This design comes from an exercise in tuning for small area and few clock cycles per item on the open sky130 flow, not from production work. In this exercise RTL edits were held to simulation tests only and were not proved equivalent to the original.

==> exp/fjord <==
Design temperature_band_statistics, start of the top module:
module temperature_band_statistics (
  input  logic         clk_i,
  input  logic         rst_ni,
  input  logic         in_valid_i,
  output logic         in_ready_o,
  input  logic [16:0]  in_data_i,
  output logic         out_valid_o,
  input  logic         out_ready_i,
  output logic [157:0] out_data_o,
  input  logic         cfg_we_i,
  input  logic [1:0]   cfg_idx_i,
  input  logic [14:0]  cfg_data_i
);
Settings: LEC_CHECK=0, CAP_MARGIN=20, CORE_MARGIN=2, CORE_UTILIZATION=40, SLEW_MARGIN=20; clock period 6.0 ns.
standard.sh (not shown) runs the stock make flow with config.mk's settings and CLKGATE_MAP_FILE= SYNTH_SCRIPT=/design/flow/synth_recipe.tcl, a recipe that flattens the netlist after the stock synthesis.
==> flow/flow/run.sh <==
#!/bin/bash
# Own flow: the standard layout (standard.sh, unchanged synthesis), with
#  - port buffers made with the smallest buffer (buf_1) instead of the one buffer_ports picks,
#  - clock tree from small clock buffers, without dummy loads.
set -euo pipefail
export BUFFER_PORTS_ARGS="-buffer_cell sky130_fd_sc_hd__buf_1"
export CTS_ARGS="-sink_clustering_enable -repair_clock_nets -dont_use_dummy_load -buf_list \"sky130_fd_sc_hd__clkbuf_2 sky130_fd_sc_hd__clkbuf_4\""
bash standard.sh > standard_make.log 2>&1
==> exp/willow (differences from exp/fjord) <==
==> flow/flow/run.sh (replaced) <==
#!/bin/bash
# Own flow: the standard layout (standard.sh) with these changes.
#  2. Port buffers use the smallest buffer (buf_1) instead of the one buffer_ports picks.
#  3. The clock tree is built from small clock buffers, without dummy loads.
#  4. Timing-driven global placement does not keep its trial buffering.
#  5. After global routing, ORFS's power recovery downsizes non-critical cells, and
#     flow/post_grt.tcl repairs any slew/capacitance violation that leaves.
# Each tool's output goes to a log file of its own in this folder.
set -euo pipefail
HERE=$(pwd)
RES=$HERE/orfs/results/$FLOW_PLATFORM/temperature_band_statistics/base
YOSYS=${FLOW_HOME}/../tools/install/yosys/bin/yosys
[[ -x $YOSYS ]] || YOSYS=yosys

bash standard.sh synth > standard_synth.log 2>&1

cp $RES/1_2_yosys.v $HERE/synth_standard.v
LIB=${FLOW_HOME}/platforms/sky130hd/lib/sky130_fd_sc_hd__tt_025C_1v80.lib
sed -e "s|@LIB@|$LIB|g" -e "s|@IN@|$HERE/synth_standard.v|g" -e "s|@OUT@|$RES/1_2_yosys.v|g" \
    -e "s|@ABC@|$HERE/flow/area.abc|g" -e "s|@CONSTR@|$HERE/flow/abc.constr|g" \
    flow/remap.ys > remap_run.ys
$YOSYS -s remap_run.ys > remap.log 2>&1
rm -f $RES/1_synth.odb $RES/1_synth.sdc

# Timing-driven placement weights nets by timing but does not keep its trial buffering.
export GPL_KEEP_OVERFLOW=0
export BUFFER_PORTS_ARGS="-buffer_cell sky130_fd_sc_hd__buf_1"
export CTS_ARGS="-sink_clustering_enable -repair_clock_nets -dont_use_dummy_load -buf_list sky130_fd_sc_hd__clkbuf_4 -sink_clustering_size 10 -sink_clustering_max_diameter 40"
# Downsize non-critical cells after global routing (ORFS power recovery).
export RECOVER_POWER=100
# ... then fix any slew/cap violation it leaves (flow/post_grt.tcl).
export POST_GLOBAL_ROUTE_TCL=$HERE/flow/post_grt.tcl
bash standard.sh > standard_make.log 2>&1
==> flow/flow/abc.constr (new file) <==
set_driving_cell sky130_fd_sc_hd__buf_1
set_load 5
==> flow/flow/area.abc (new file) <==
strash
dc2
rewrite -z
refactor -z
&get -n
&dch -f
&nf -R 1000
&put
==> flow/flow/post_grt.tcl (new file) <==
# After ORFS's power recovery (which downsizes cells and may leave slew or capacitance
# violations, e.g. on the reset tree), repair slew/cap again and re-route the nets
# that changed, then rewrite the route guides for detailed routing.
log_cmd estimate_parasitics -global_routing
log_cmd global_route -start_incremental
log_cmd repair_design -slew_margin 20 -cap_margin 20 -verbose
log_cmd detailed_placement
log_cmd global_route -end_incremental
log_cmd estimate_parasitics -global_routing
report_check_types -max_slew -max_capacitance -violators
write_guides $::env(RESULTS_DIR)/route.guide
==> flow/flow/remap.ys (new file) <==
# Map the combinational logic of the standard synthesis again; registers stay as they are.
read_liberty -ignore_miss_func @LIB@
read_verilog @IN@
hierarchy -check -top temperature_band_statistics
blackbox sky130_fd_sc_hd__df* sky130_fd_sc_hd__edf* sky130_fd_sc_hd__sdf* sky130_fd_sc_hd__dl*
flatten
rename -hide w:*.*
opt_clean
opt -fast
abc -script @ABC@ -liberty @LIB@ -dont_use *lpflow* -dont_use *probe_p* -dont_use *probec_p* -constr @CONSTR@ -D 4000
setundef -zero
splitnets
opt_clean -purge
hilomap -singleton -hicell sky130_fd_sc_hd__conb_1 HI -locell sky130_fd_sc_hd__conb_1 LO
insbuf -buf sky130_fd_sc_hd__buf_4 A X
opt_clean -purge
rename -hide w:*$func$*
stat -liberty @LIB@
write_verilog -noattr -nohex -nodec @OUT@
- CORE_UTILIZATION: 40 -> 85
==> exp/ember (differences from exp/fjord) <==
==> flow/flow/run.sh (replaced) <==
#!/bin/bash
set -euo pipefail
HERE=$(pwd)
RES=$HERE/orfs/results/$FLOW_PLATFORM/temperature_band_statistics/base
YOSYS=${FLOW_HOME}/../tools/install/yosys/bin/yosys
[[ -x $YOSYS ]] || YOSYS=yosys

bash standard.sh synth > standard_synth.log 2>&1

cp $RES/1_2_yosys.v $HERE/synth_standard.v
LIB=${FLOW_HOME}/platforms/sky130hd/lib/sky130_fd_sc_hd__tt_025C_1v80.lib
sed -e "s|@LIB@|$LIB|g" -e "s|@IN@|$HERE/synth_standard.v|g" -e "s|@OUT@|$RES/1_2_yosys.v|g" \
    -e "s|@ABC@|$HERE/flow/area.abc|g" -e "s|@CONSTR@|$HERE/flow/abc.constr|g" \
    flow/remap.ys > remap_run.ys
$YOSYS -s remap_run.ys > remap.log 2>&1
rm -f $RES/1_synth.odb $RES/1_synth.sdc

export BUFFER_PORTS_ARGS="-buffer_cell sky130_fd_sc_hd__buf_1"
export CTS_ARGS="-sink_clustering_enable -repair_clock_nets -dont_use_dummy_load -buf_list {sky130_fd_sc_hd__clkbuf_8 sky130_fd_sc_hd__clkbuf_16} -sink_clustering_size 25 -sink_clustering_max_diameter 50"
bash standard.sh > standard_make.log 2>&1
==> flow/flow/abc.constr (new file) <==
set_driving_cell sky130_fd_sc_hd__buf_1
set_load 5
==> flow/flow/area.abc (new file) <==
strash
&get -n
&dch -f
&nf -R 1000
&put
==> flow/flow/remap.ys (new file) <==
# Map the combinational logic of the standard synthesis again; registers stay as they are.
read_liberty -ignore_miss_func @LIB@
read_verilog @IN@
hierarchy -check -top temperature_band_statistics
blackbox sky130_fd_sc_hd__df* sky130_fd_sc_hd__edf* sky130_fd_sc_hd__sdf* sky130_fd_sc_hd__dl*
flatten
rename -hide w:*.*
opt_clean
opt -fast
abc -script @ABC@ -liberty @LIB@ -dont_use *lpflow* -dont_use *probe_p* -dont_use *probec_p* -constr @CONSTR@ -D 4000
setundef -zero
splitnets
opt_clean -purge
hilomap -singleton -hicell sky130_fd_sc_hd__conb_1 HI -locell sky130_fd_sc_hd__conb_1 LO
insbuf -buf sky130_fd_sc_hd__buf_4 A X
opt_clean -purge
rename -hide w:*$func$*
stat -liberty @LIB@
write_verilog -noattr -nohex -nodec @OUT@
==> exp/raven (differences from exp/fjord) <==
==> flow/flow/run.sh (replaced) <==
#!/bin/bash
set -euo pipefail
HERE=$(pwd)
RES=$HERE/orfs/results/$FLOW_PLATFORM/temperature_band_statistics/base
YOSYS=${FLOW_HOME}/../tools/install/yosys/bin/yosys
[[ -x $YOSYS ]] || YOSYS=yosys

bash standard.sh synth > standard_synth.log 2>&1

cp $RES/1_2_yosys.v $HERE/synth_standard.v
LIB=${FLOW_HOME}/platforms/sky130hd/lib/sky130_fd_sc_hd__tt_025C_1v80.lib
sed -e "s|@LIB@|$LIB|g" -e "s|@IN@|$HERE/synth_standard.v|g" -e "s|@OUT@|$RES/1_2_yosys.v|g" \
    -e "s|@ABC@|$HERE/flow/area.abc|g" -e "s|@CONSTR@|$HERE/flow/abc.constr|g" \
    flow/remap.ys > remap_run.ys
$YOSYS -s remap_run.ys > remap.log 2>&1
rm -f $RES/1_synth.odb $RES/1_synth.sdc

export BUFFER_PORTS_ARGS="-buffer_cell sky130_fd_sc_hd__buf_1"
export CTS_ARGS="-sink_clustering_enable -repair_clock_nets -dont_use_dummy_load -buf_list sky130_fd_sc_hd__clkbuf_4 -sink_clustering_size 10 -sink_clustering_max_diameter 40"
bash standard.sh > standard_make.log 2>&1
==> flow/flow/abc.constr (new file) <==
set_driving_cell sky130_fd_sc_hd__buf_1
set_load 5
==> flow/flow/area.abc (new file) <==
strash
dc2
&get -n
&dch -f
&nf -R 1000
&put
==> flow/flow/remap.ys (new file) <==
# Map the combinational logic of the standard synthesis again; registers stay as they are.
read_liberty -ignore_miss_func @LIB@
read_verilog @IN@
hierarchy -check -top temperature_band_statistics
blackbox sky130_fd_sc_hd__df* sky130_fd_sc_hd__edf* sky130_fd_sc_hd__sdf* sky130_fd_sc_hd__dl*
flatten
rename -hide w:*.*
opt_clean
opt -fast
abc -script @ABC@ -liberty @LIB@ -dont_use *lpflow* -dont_use *probe_p* -dont_use *probec_p* -constr @CONSTR@ -D 4000
setundef -zero
splitnets
opt_clean -purge
hilomap -singleton -hicell sky130_fd_sc_hd__conb_1 HI -locell sky130_fd_sc_hd__conb_1 LO
insbuf -buf sky130_fd_sc_hd__buf_4 A X
opt_clean -purge
rename -hide w:*$func$*
stat -liberty @LIB@
write_verilog -noattr -nohex -nodec @OUT@
- CORE_UTILIZATION: 40 -> 55
==> flow_summary.json <==
{
  "htree_num_levels": 1,
  "rr_startpoint": "u_out.out_valid_q",
  "nClkBuffers": 26,
  "synthCells": 1025,
  "place_hpwl_um": 18600,
  "timing.final.crit_period_ns": 4.76,
  "cts_hold_buf": 0,
  "cts_buffers": 26,
  "n_all_buffers": 207,
  "largest_register_ffs": 60,
  "met1_length_um": 12300,
  "status": "finished clean",
  "relSlewSlack": 0.280,
  "holdCritPathClass": "reg2reg",
  "p_leak_uw": 0.00430,
  "max_stage_delay_ns": 0.37,
  "reg2reg_to": "u_stats.total_hi_q[14]"
}
That was exp/ember.
==> flow_summary.json <==
{
  "syn_avg_cell_area_um2": 9.76,
  "die_width_um": 110,
  "die_y_um": 110,
  "syn_nets": 1021,
  "num_rows": 38,
  "synthCells": 982,
  "ioPinCount": 199,
  "yosys_warnings": 3,
  "initial_core_util": 0.877,
  "status": "aborted with a tool error",
  "failed_stage": "3_3_place_gp",
  "netlist_area_mm2": 0.00959,
  "first-error": "[ERROR GPL-0301] Utilization 104.201 % exceeds 100%.",
  "io_buffers": 198
}
That was exp/willow.
==> flow_summary.json <==
{
  "cts_hold_buf": 0,
  "p_leak_uw": 0.00414,
  "largest_register_ffs": 60,
  "reg2reg_to": "u_stats.total_hi_q[14]",
  "relSlewSlack": 0.378,
  "met1_length_um": 11300,
  "place_hpwl_um": 17400,
  "status": "finished clean",
  "synthCells": 1014,
  "rr_startpoint": "u_out.out_valid_q",
  "n_all_buffers": 216,
  "htree_num_levels": 2,
  "cts_buffers": 34,
  "holdCritPathClass": "reg2reg",
  "max_stage_delay_ns": 0.37
}
That was exp/raven.
==> flow_summary.json <==
{
  "status": "finished clean",
  "cts_hold_buf": 0,
  "timing.final.crit_period_ns": 5.39,
  "met1_length_um": 12500,
  "max_stage_delay_ns": 0.42,
  "reg2reg_to": "u_stats.total_hi_q[14]",
  "htree_num_levels": 3,
  "p_leak_uw": 0.00579,
  "holdCritPathClass": "in2async",
  "relSlewSlack": 0.345,
  "nClkBuffers": 66,
  "place_hpwl_um": 20500,
  "cts_buffers": 66,
  "highest_layer": "met5",
  "rr_startpoint": "u_out.out_valid_q"
}
That was exp/fjord.
Testbench counts of exp/fjord, summed over its fixed seeds: cycles 32,008, items 32,000.
Testbench counts of exp/willow, summed over its fixed seeds: cycles 32,008, items 32,000.
Testbench counts of exp/ember, summed over its fixed seeds: cycles 32,008, items 32,000.
Testbench counts of exp/raven, summed over its fixed seeds: cycles 32,008, items 32,000.

static timing again, ports no longer ideal:
How much do the figures lean on ideal ports? The routed layouts below were timed once more, with nothing changed but the port constraints.
Step 1 assumes that a clkbuf_16 drives the clock port and a buf_2 every other input.
Step 2 moves the port delays by t, midway between the first and last clock arrival at a register: inputs arrive t later, outputs are due t later. That takes back most of the time a late clock gives input paths.
a / b / c = ideal ports / drivers / drivers and shift; a / b = the first two.
run	t, ns	setup WS [ns]	worst hold slack (ns)	worst data-port slew with drivers (ns)	cell pins on the clock port's net
exp/fjord	0.650	0.614 / 0.633 / -0.017	0.439 / 0.425 / 0.500	0.08	1
exp/ember	0.555	1.237 / 1.230 / 0.674	0.474 / 0.474 / 0.474	0.07	1
exp/raven	0.641	0.708 / 0.727 / 0.087	0.465 / 0.465 / 0.465	0.05	1
With both steps, setup timing fails in exp/fjord, where it was met with ideal ports. The setup slack of exp/fjord, which loses most, moves by +0.019 ns with the drivers and by -0.631 ns with both steps.
